Background: an optimization exercise with open tools, aiming at small area, a short achievable clock period and few clock cycles. Do not read the settings as production practice. RTL that was checked went through simulation tests only; none was proved equivalent to the original.

== old ==
Design battery_gauge_level_tracker, start of the top module:
module battery_gauge_level_tracker (
  input  logic        clk_i,
  input  logic        rst_ni,
  input  logic        in_valid_i,
  output logic        in_ready_o,
  input  logic [57:0] in_data_i,
  output logic        out_valid_o,
  input  logic        out_ready_i,
  output logic [10:0] out_data_o
);
Size in the first run: about 1700 cells after synthesis, about 0.017 mm2 of cells after synthesis.
export LEC_CHECK = 0
export CAP_MARGIN = 20
export CORE_MARGIN = 2
export CORE_UTILIZATION = 40
export SLEW_MARGIN = 20
create_clock -name core_clock -period 12.0 [get_ports {clk_i}]
standard.sh (not shown) runs the stock make flow with config.mk's settings and CLKGATE_MAP_FILE= SYNTH_SCRIPT=/design/flow/synth_recipe.tcl, a recipe that flattens the netlist after the stock synthesis.
==> flow/flow/run.sh <==
#!/bin/bash
# Layout: the standard flow (standard.sh, unchanged synthesis) with two settings changed:
# the port buffers are sky130_fd_sc_hd__buf_2 cells, and timing repair aims for 6.5 ns of
# setup slack at the design's 12 ns period. make's full output goes to layout.log here.
set -euo pipefail
export BUFFER_PORTS_ARGS="-buffer_cell sky130_fd_sc_hd__buf_2"
bash standard.sh SETUP_SLACK_MARGIN=6.5 finish > layout.log 2>&1
In summary, old completed successfully, with a layout that passed the timing, design-rule and antenna checks.
The following lists how new was set up differently from old:
Settings: an added CTS_CLUSTER_SIZE of 30; an added CTS_CLUSTER_DIAMETER of 100; an added CTS_BUF_LIST of sky130_fd_sc_hd__clkbuf_16.
--- outcome ---
The final layout from new, which completed every stage, passed the timing, design-rule and antenna checks at the end of the flow. Comparing new and old, the higher number of global-route vias before repair was measured on old. Taking old as the reference, in new maximum fanout along the worst path went down 5, final cell area excluding filler cells went down 1.7%, growth of design area from synthesis to finish went down 2.0 points. new: average vias per placed instance 0.58% above old. Looking at critical path endpoint, the b_rem_q[10] result is from new; the b_rem_q[5] one comes from old. Of new and old, the run reporting the lower iteration-0 DRC count of the detailed router was new. [compare] base=old new=new: fraction of area in multi-input gates rose 0.95 points; wire length of the first global-routing pass fell 1.2%.
No functional check of the RTL was part of any run of this note.

---

## the previous run
battery_gauge_level_tracker, a different RTL version from the one above (not shown whole).
Size: ~2000 cells after synthesis, ~250 flip-flops, ~75 I/O pins, about 19000 µm² of cells after synthesis.
Design battery_gauge_level_tracker, start of the top module:
module battery_gauge_level_tracker (
  input  logic        clk_i,
  input  logic        rst_ni,
  input  logic        in_valid_i,
  output logic        in_ready_o,
  input  logic [57:0] in_data_i,
  output logic        out_valid_o,
  input  logic        out_ready_i,
  output logic [10:0] out_data_o
);
==> flow/config.mk <==
export PLATFORM = sky130hd
export DESIGN_NAME = battery_gauge_level_tracker
export DESIGN_NICKNAME = battery_gauge_level_tracker
export VERILOG_FILES = /design/flow/design.v
export SDC_FILE = /design/flow/constraint.sdc
export NUM_CORES = 4
export LEC_CHECK = 0
export CAP_MARGIN = 20
export CORE_MARGIN = 2
export CORE_UTILIZATION = 40
export SLEW_MARGIN = 20
==> flow/constraint.sdc <==
create_clock -name core_clock -period 12.0 [get_ports {clk_i}]
set_input_delay 2.4000 -clock core_clock [delete_from_list [all_inputs] [get_ports {clk_i}]]
set_output_delay 2.4000 -clock core_clock [all_outputs]
set_load 0.01 [all_outputs]
==> flow/flow/run.sh <==
#!/bin/bash
# Layout: the standard flow (standard.sh, unchanged synthesis) with two settings changed:
# the port buffers are sky130_fd_sc_hd__buf_4 cells, and timing repair aims for 7.5 ns of
# setup slack at the design's 12 ns period. make's full output goes to layout.log here.
set -euo pipefail
export BUFFER_PORTS_ARGS="-buffer_cell sky130_fd_sc_hd__buf_4"
bash standard.sh SETUP_SLACK_MARGIN=7.5 finish > layout.log 2>&1
The previous run was carried through to the last stage, and its layout satisfied the timing, design-rule and antenna checks.
Testbench counts of the previous run, summed over its fixed seeds: cycles 4,848.
--- input diff the previous run..the current run ---
==> flow/flow/run.sh <==
#!/bin/bash
# Layout: the standard flow (standard.sh, unchanged synthesis) with two settings changed:
# the port buffers are sky130_fd_sc_hd__buf_4 cells, and timing repair aims for 7.0 ns of
# setup slack at the design's 12 ns period. make's full output goes to layout.log here.
set -euo pipefail
export BUFFER_PORTS_ARGS="-buffer_cell sky130_fd_sc_hd__buf_4"
bash standard.sh SETUP_SLACK_MARGIN=7.0 finish > layout.log 2>&1
### Flow results
Comparing the previous run and the current run, the lower global routing met3 resource utilization is on the previous run.
[the current run] weighted congestion reported at the end of routability-driven placement rose 2.1% relative to the previous run
Between the previous run and the current run, layout-stage area growth over the synthesis result is lower for the current run, the previous run comes in above that.
Total number of vias: the current run lower than the previous run
Higher largest stage delay on the critical path goes to the previous run over the current run.
Between the current run and the previous run, it is the current run whose non-clock buffer count is lower, by 95.
The final reports for the current run and the previous run show final critical delay including setup and external delays lower in the former.
The previous run -> the current run: mapped cell area flat

---

== run R ==
Another version of the RTL of battery_gauge_level_tracker (not shown whole).
For scale: roughly 75 I/O pins, about 0.017 mm² of cells after synthesis.
// battery_gauge_level_tracker
module battery_gauge_level_tracker (
  input  logic        clk_i,
  input  logic        rst_ni,
  input  logic        in_valid_i,
  output logic        in_ready_o,
  input  logic [57:0] in_data_i,
  output logic        out_valid_o,
  input  logic        out_ready_i,
  output logic [10:0] out_data_o
);
export LEC_CHECK = 0
export CAP_MARGIN = 20
export CORE_MARGIN = 2
export CORE_UTILIZATION = 40
export CTS_BUF_LIST = sky130_fd_sc_hd__clkbuf_16
export CTS_CLUSTER_DIAMETER = 100
export CTS_CLUSTER_SIZE = 30
export SLEW_MARGIN = 20
create_clock -name core_clock -period 12.0 [get_ports {clk_i}]
==> flow/flow/run.sh <==
#!/bin/bash
# Layout: the standard flow (standard.sh, unchanged synthesis) with two settings changed:
# the port buffers are sky130_fd_sc_hd__buf_2 cells, and timing repair aims for 6.4 ns of
# setup slack at the design's 12 ns period. make's full output goes to layout.log here.
set -euo pipefail
export BUFFER_PORTS_ARGS="-buffer_cell sky130_fd_sc_hd__buf_2"
bash standard.sh SETUP_SLACK_MARGIN=6.4 finish > layout.log 2>&1
Run R did not stop at any stage, and its layout met the timing, design-rule and antenna checks.
Testbench counts of run R, summed over its fixed seeds: cycles 4,848.
## Diff of input files: run P against run R
==> flow/flow/run.sh <==
#!/bin/bash
# Layout: the standard flow (standard.sh, unchanged synthesis) with two settings changed:
# the port buffers are sky130_fd_sc_hd__buf_2 cells, and timing repair aims for 6.0 ns of
# setup slack at the design's 12 ns period. make's full output goes to layout.log here.
set -euo pipefail
export BUFFER_PORTS_ARGS="-buffer_cell sky130_fd_sc_hd__buf_2"
bash standard.sh SETUP_SLACK_MARGIN=6.0 finish > layout.log 2>&1
[run P] clock buffer and inverter area fraction after layout fell 0.23 points relative to run R. First-iteration DRC count, run P vs run R: up by more than a quarter. In the final reports, the cell area of run P is smaller than that of run R.

---

Starting RTL as in the previous note.
clock: 12.0 ns
lec_check: 0
cap_margin: 20
core_margin: 2
core_utilization: 40
cts_buf_list: sky130_fd_sc_hd__clkbuf_16
cts_cluster_diameter: 100
cts_cluster_size: 30
slew_margin: 20
==> flow/flow/run.sh <==
#!/bin/bash
# Layout: the standard flow (standard.sh, unchanged synthesis) with two settings changed:
# the port buffers are sky130_fd_sc_hd__buf_1 cells, and timing repair aims for 6.5 ns of
# setup slack at the design's 12 ns period. make's full output goes to layout.log here.
set -euo pipefail
export BUFFER_PORTS_ARGS="-buffer_cell sky130_fd_sc_hd__buf_1"
bash standard.sh SETUP_SLACK_MARGIN=6.5 finish > layout.log 2>&1
The baseline passed the timing, design-rule and antenna checks.
Testbench counts at the start, summed over its fixed seeds: cycles 4,848.
Edit:
==> flow/flow/run.sh (replaced) <==
#!/bin/bash
# Layout: the standard flow (standard.sh, unchanged synthesis) with two settings changed:
# the port buffers are sky130_fd_sc_hd__buf_2 cells, and timing repair aims for 6.1 ns of
# setup slack at the design's 12 ns period. make's full output goes to layout.log here.
set -euo pipefail
export BUFFER_PORTS_ARGS="-buffer_cell sky130_fd_sc_hd__buf_2"
bash standard.sh SETUP_SLACK_MARGIN=6.1 finish > layout.log 2>&1
The new run passed the timing, design-rule and antenna checks.
Synthesized area is unchanged.
Register-to-register slack gets worse by 0.14 ns.
Global-route usage decreases by 0.70 points.
Sequential share of layout area increases by 0.96 points.
Fmax decreases by 2.5%.
Worst setup slack gets worse by 0.14 ns.
Clock-buffer cell count increases by 2.
Edit:
==> flow/flow/run.sh (replaced) <==
#!/bin/bash
# Layout: the standard flow (standard.sh, unchanged synthesis) with two settings changed:
# the port buffers are sky130_fd_sc_hd__buf_2 cells, and timing repair aims for 6.5 ns of
# setup slack at the design's 12 ns period. make's full output goes to layout.log here.
set -euo pipefail
export BUFFER_PORTS_ARGS="-buffer_cell sky130_fd_sc_hd__buf_2"
bash standard.sh SETUP_SLACK_MARGIN=6.5 finish > layout.log 2>&1
Result:
- The new run finished with timing, DRC and antenna clean
- cell area climbs by about 4%
- synthesized cell count does not change
- non-clock buffer count rises by 42
- utilization went up by 1.7 points
- maximum frequency rises by about 2%
Edit:
==> flow/flow/run.sh (replaced) <==
#!/bin/bash
# Layout: the standard flow (standard.sh, unchanged synthesis) with two settings changed:
# the port buffers are sky130_fd_sc_hd__buf_2 cells, and timing repair aims for 6.8 ns of
# setup slack at the design's 12 ns period. make's full output goes to layout.log here.
set -euo pipefail
export BUFFER_PORTS_ARGS="-buffer_cell sky130_fd_sc_hd__buf_2"
bash standard.sh SETUP_SLACK_MARGIN=6.8 finish > layout.log 2>&1
After rerunning: The changed run finished clean. Design area rises by a few percent. Maximum frequency barely changes. Area after synthesis does not change.
Edit:
==> flow/flow/run.sh (replaced) <==
#!/bin/bash
# Layout: the standard flow (standard.sh, unchanged synthesis) with two settings changed:
# the port buffers are sky130_fd_sc_hd__buf_2 cells, and timing repair aims for 6.2 ns of
# setup slack at the design's 12 ns period. make's full output goes to layout.log here.
set -euo pipefail
export BUFFER_PORTS_ARGS="-buffer_cell sky130_fd_sc_hd__buf_2"
bash standard.sh SETUP_SLACK_MARGIN=6.2 finish > layout.log 2>&1
Area after synthesis does not change.
Utilization falls by 2.4 points.
Cell area falls by a few percent.
Hold slack improves by 0.022 ns.

---

Another version of the RTL of battery_gauge_level_tracker (not shown whole).
For scale: about 2500 cells after synthesis, ~0.018 mm^2 of cells after synthesis.
export LEC_CHECK = 0
export ABC_AREA = 1
export CAP_MARGIN = 20
export CORE_MARGIN = 2
export CORE_UTILIZATION = 40
export SLEW_MARGIN = 20
create_clock -name core_clock -period 12.0 [get_ports {clk_i}]
run.sh (not shown) runs the stock make flow with config.mk's settings and CLKGATE_MAP_FILE= SYNTH_SCRIPT=/design/flow/synth_recipe.tcl, a recipe that flattens the netlist after the stock synthesis.
Stock flow here: none of the scripts above is used.
The first run produced a clean layout.
Testbench counts at the start, summed over its fixed seeds: cycles 4,840.
Edit:
Settings changed: SETUP_SLACK_MARGIN from default to 5.
What happened: Routed wire length went up by 0.79%. Hold slack stays flat. Final area went up by 1.7%. Global-route usage hardly moves.

---

Another version of the RTL of battery_gauge_level_tracker (not shown whole).
For scale: roughly 1,900 cells after synthesis, about 17,000 um^2 of cells after synthesis.
==> flow/design.v (excerpt) <==
module battery_gauge_level_tracker (
  input  logic        clk_i,
  input  logic        rst_ni,
  input  logic        in_valid_i,
  output logic        in_ready_o,
  input  logic [57:0] in_data_i,
  output logic        out_valid_o,
  input  logic        out_ready_i,
  output logic [10:0] out_data_o
);
  localparam logic [1:0] K_DIV = 2'd0;    
  localparam logic [1:0] K_CONST = 2'd1;  
  localparam logic [1:0] K_KEEP = 2'd2;   
  localparam logic [1:0] K_NOP = 2'd3;    
  logic out_valid_q, adv;
  assign adv = !out_valid_q || out_ready_i;
  assign in_ready_o = adv;
  logic signed [7:0] temp;
  logic [1:0] rng;
  assign temp = in_data_i[38:31];
  always_comb begin
    if (temp < 8'sd10) rng = 2'd0;
    else if (temp < 8'sd20) rng = 2'd1;
    else if (temp < 8'sd30) rng = 2'd2;
    else rng = 2'd3;
  end
  logic        s_valid_q;
  logic        chg, nochg, usb;
  logic [1:0]  s_rng_q;
  logic [15:0] v, cur;
  logic [14:0] mc;
  always_ff @(posedge clk_i or negedge rst_ni) begin
    if (!rst_ni) s_valid_q <= 1'b0;
    else if (adv) s_valid_q <= in_valid_i;
  end
  always_ff @(posedge clk_i) begin
    if (adv) begin
      chg <= in_data_i[57]; nochg <= in_data_i[56]; usb <= in_data_i[55];
      v <= in_data_i[54:39]; s_rng_q <= rng; cur <= in_data_i[30:15]; mc <= in_data_i[14:0];
    end
  end
  logic       mode_q;
  logic [2:0] band_q;
  logic        sw;
  logic [2:0]  seed, b, nb;
  logic [1:0]  kind;
  logic [48:0] rl;
  logic        rl_volt, rl_mc;
  logic [15:0] rl_thr, rl_other;
  logic [14:0] rl_d;
  logic        climb;
  logic [15:0] cmp_l, cmp_r;
  logic [15:0] opa, opb;
  logic [16:0] diff;
  logic [15:0] dmc;
  logic [14:0] x, d;
  always_comb begin
    sw = (chg != mode_q);
    if (chg) seed = 3'd0;
    else if (v > bgl_pkg::VDisL3) seed = 3'd4;
    else if (v > bgl_pkg::VDisL2) seed = 3'd3;
    else if (v > bgl_pkg::VDisL1) seed = 3'd2;
    else if (v > bgl_pkg::VDisL0) seed = 3'd1;
    else seed = 3'd0;
    b = sw ? seed : band_q;
    rl = bgl_pkg::rule_lookup(usb, s_rng_q, b[1:0]);
    rl_volt = rl[48];
    rl_mc = rl[47];
    rl_thr = rl[46:31];
  ...
Settings: LEC_CHECK=0, ABC_AREA=0, CAP_MARGIN=20, CORE_MARGIN=2, CORE_UTILIZATION=60, SETUP_SLACK_MARGIN=5, SLEW_MARGIN=20; clock period 12.0 ns.
The baseline completed with no timing, DRC or antenna violations.
Rerun with:
ABC_AREA = 1   (was 0)
CORE_UTILIZATION = 40   (was 60)
What happened: The changed run passed the timing, design-rule and antenna checks; clock skew went up by 8.4 ps; critical path depth went up by 12; worst hold slack improved by 3.6 ps; die area went up by 45%; worst setup slack improved by 31 ps; cell area went up by about 2.2%; via count went down by about 0.7%; flip-flop and latch count stays the same; cell count went up by about 20%.
No run of this note included a check of the RTL's function; only the layout flow was run.

---

Setup of rev 12:
battery_gauge_level_tracker with an RTL version that a note above also has.
For scale: roughly 250 flip-flops, roughly 19000 um2 of cells after synthesis.
==> flow/config.mk <==
export PLATFORM = sky130hd
export DESIGN_NAME = battery_gauge_level_tracker
export DESIGN_NICKNAME = battery_gauge_level_tracker
export VERILOG_FILES = /design/flow/design.v
export SDC_FILE = /design/flow/constraint.sdc
export NUM_CORES = 4
export LEC_CHECK = 0
export CAP_MARGIN = 20
export CORE_MARGIN = 2
export CORE_UTILIZATION = 40
export SETUP_SLACK_MARGIN = 5
export SLEW_MARGIN = 20
==> flow/constraint.sdc <==
create_clock -name core_clock -period 12.0 [get_ports {clk_i}]
set_input_delay 2.4000 -clock core_clock [delete_from_list [all_inputs] [get_ports {clk_i}]]
set_output_delay 2.4000 -clock core_clock [all_outputs]
set_load 0.01 [all_outputs]
Testbench counts of rev 12, summed over its fixed seeds: cycles 4,848.
Input changes introduced in rev 13 (baseline for comparison: rev 12):
# rev 12
export LEC_CHECK = 0
export CAP_MARGIN = 20
export CORE_MARGIN = 2
export CORE_UTILIZATION = 40
export SETUP_SLACK_MARGIN = 5
export SLEW_MARGIN = 20
create_clock -name core_clock -period 12.0 [get_ports {clk_i}]
# rev 13
export LEC_CHECK = 0
export CAP_MARGIN = 20
export CORE_MARGIN = 2
export CORE_UTILIZATION = 40
export SLEW_MARGIN = 20
create_clock -name core_clock -period 12.0 [get_ports {clk_i}]
==> flow/flow/run.sh (new file) <==
#!/bin/bash
# Layout: the standard flow (standard.sh, unchanged synthesis) with two settings changed:
# the port buffers are sky130_fd_sc_hd__buf_4 cells, and timing repair aims for 6.5 ns of
# setup slack at the design's 12 ns period. make's full output goes to layout.log here.
set -euo pipefail
export BUFFER_PORTS_ARGS="-buffer_cell sky130_fd_sc_hd__buf_4"
bash standard.sh SETUP_SLACK_MARGIN=6.5 finish > layout.log 2>&1
==> flow/standard.sh (new file) <==
#!/bin/bash
# synth_recipe.tcl (not shown) runs the flow's synth.tcl, then flattens the netlist and writes it again
# the make line also repeats each setting of config.mk as NAME=value (left out here)
make -C /OpenROAD-flow-scripts/flow DESIGN_CONFIG=/design/flow/config.mk WORK_HOME=/design/flow/orfs CLKGATE_MAP_FILE= SYNTH_SCRIPT=/design/flow/synth_recipe.tcl "${@:-finish}"
removed: flow/run.sh
==> comparison <==
- Comparing rev 12 and rev 13, met1 capacity usage during global routing is lower on rev 12.
- Cmp rev 13 vs rev 12: fmax higher in rev 13
- Measured against each other, rev 12 and rev 13 differ in final worst-path cycle share, the higher figure coming from rev 12.
- Wire length went up by a few percent going from rev 12 to rev 13.
- Cell area after placement in rev 13 is about 0.8% lower than in rev 12
- Between rev 12 and rev 13, the insertion delay of the later-clocked pin in the worst-skew pair figures differ only marginally.

separate check: timing with driven ports:
No port has a modelled driver above. Below, the same layouts with a new extraction and two added sets of constraints. Step 1 sets driving cells, clkbuf_16 on the clock port and buf_2 on the other inputs (assumed; they add their load-dependent delay and slew). Step 2 also shifts input and output timing later by t, the mid clock arrival at the registers, as if the neighbouring blocks saw the same clock. Slacks: ideal / step 1 / step 2; pairs: ideal / step 1.
run	t, ns	setup slack, ns	worst register clock-pin slew, ns
old	0.593	6.474 / 6.474 / 6.474	0.07 / 0.07
new	0.530	6.486 / 6.486 / 6.486	0.11 / 0.11
the previous run	0.635	6.769 / 6.769 / 6.769	0.06 / 0.06
the current run	0.634	6.780 / 6.780 / 6.780	0.07 / 0.07
run R	0.536	6.419 / 6.419 / 6.419	0.10 / 0.10
run P	0.540	6.224 / 6.224 / 6.224	0.11 / 0.11
the first run of note 4	0.551	6.448 / 6.448 / 6.448	0.11 / 0.11
the second run of note 4	0.545	6.307 / 6.307 / 6.307	0.11 / 0.11
the third run of note 4	0.536	6.417 / 6.417 / 6.417	0.11 / 0.11
the fourth run of note 4	0.532	6.421 / 6.421 / 6.421	0.11 / 0.11
the fifth run of note 4	0.530	6.352 / 6.352 / 6.352	0.11 / 0.11
the first run of note 5	0.540	4.224 / 4.224 / 4.224	0.09 / 0.09
the second run of note 5	0.544	5.210 / 5.181 / 5.181	0.09 / 0.09
the first run of note 6	0.499	4.543 / 4.543 / 4.543	0.08 / 0.08
the second run of note 6	0.534	4.575 / 4.575 / 4.575	0.09 / 0.09
rev 12	0.629	5.452 / 5.452 / 5.452	0.06 / 0.06
rev 13	0.629	6.605 / 6.605 / 6.605	0.07 / 0.07
After both steps every run listed still meets setup and hold. For the second run of note 5, which loses most, drivers alone change the setup slack by -0.029 ns; drivers and shift together by -0.029 ns.
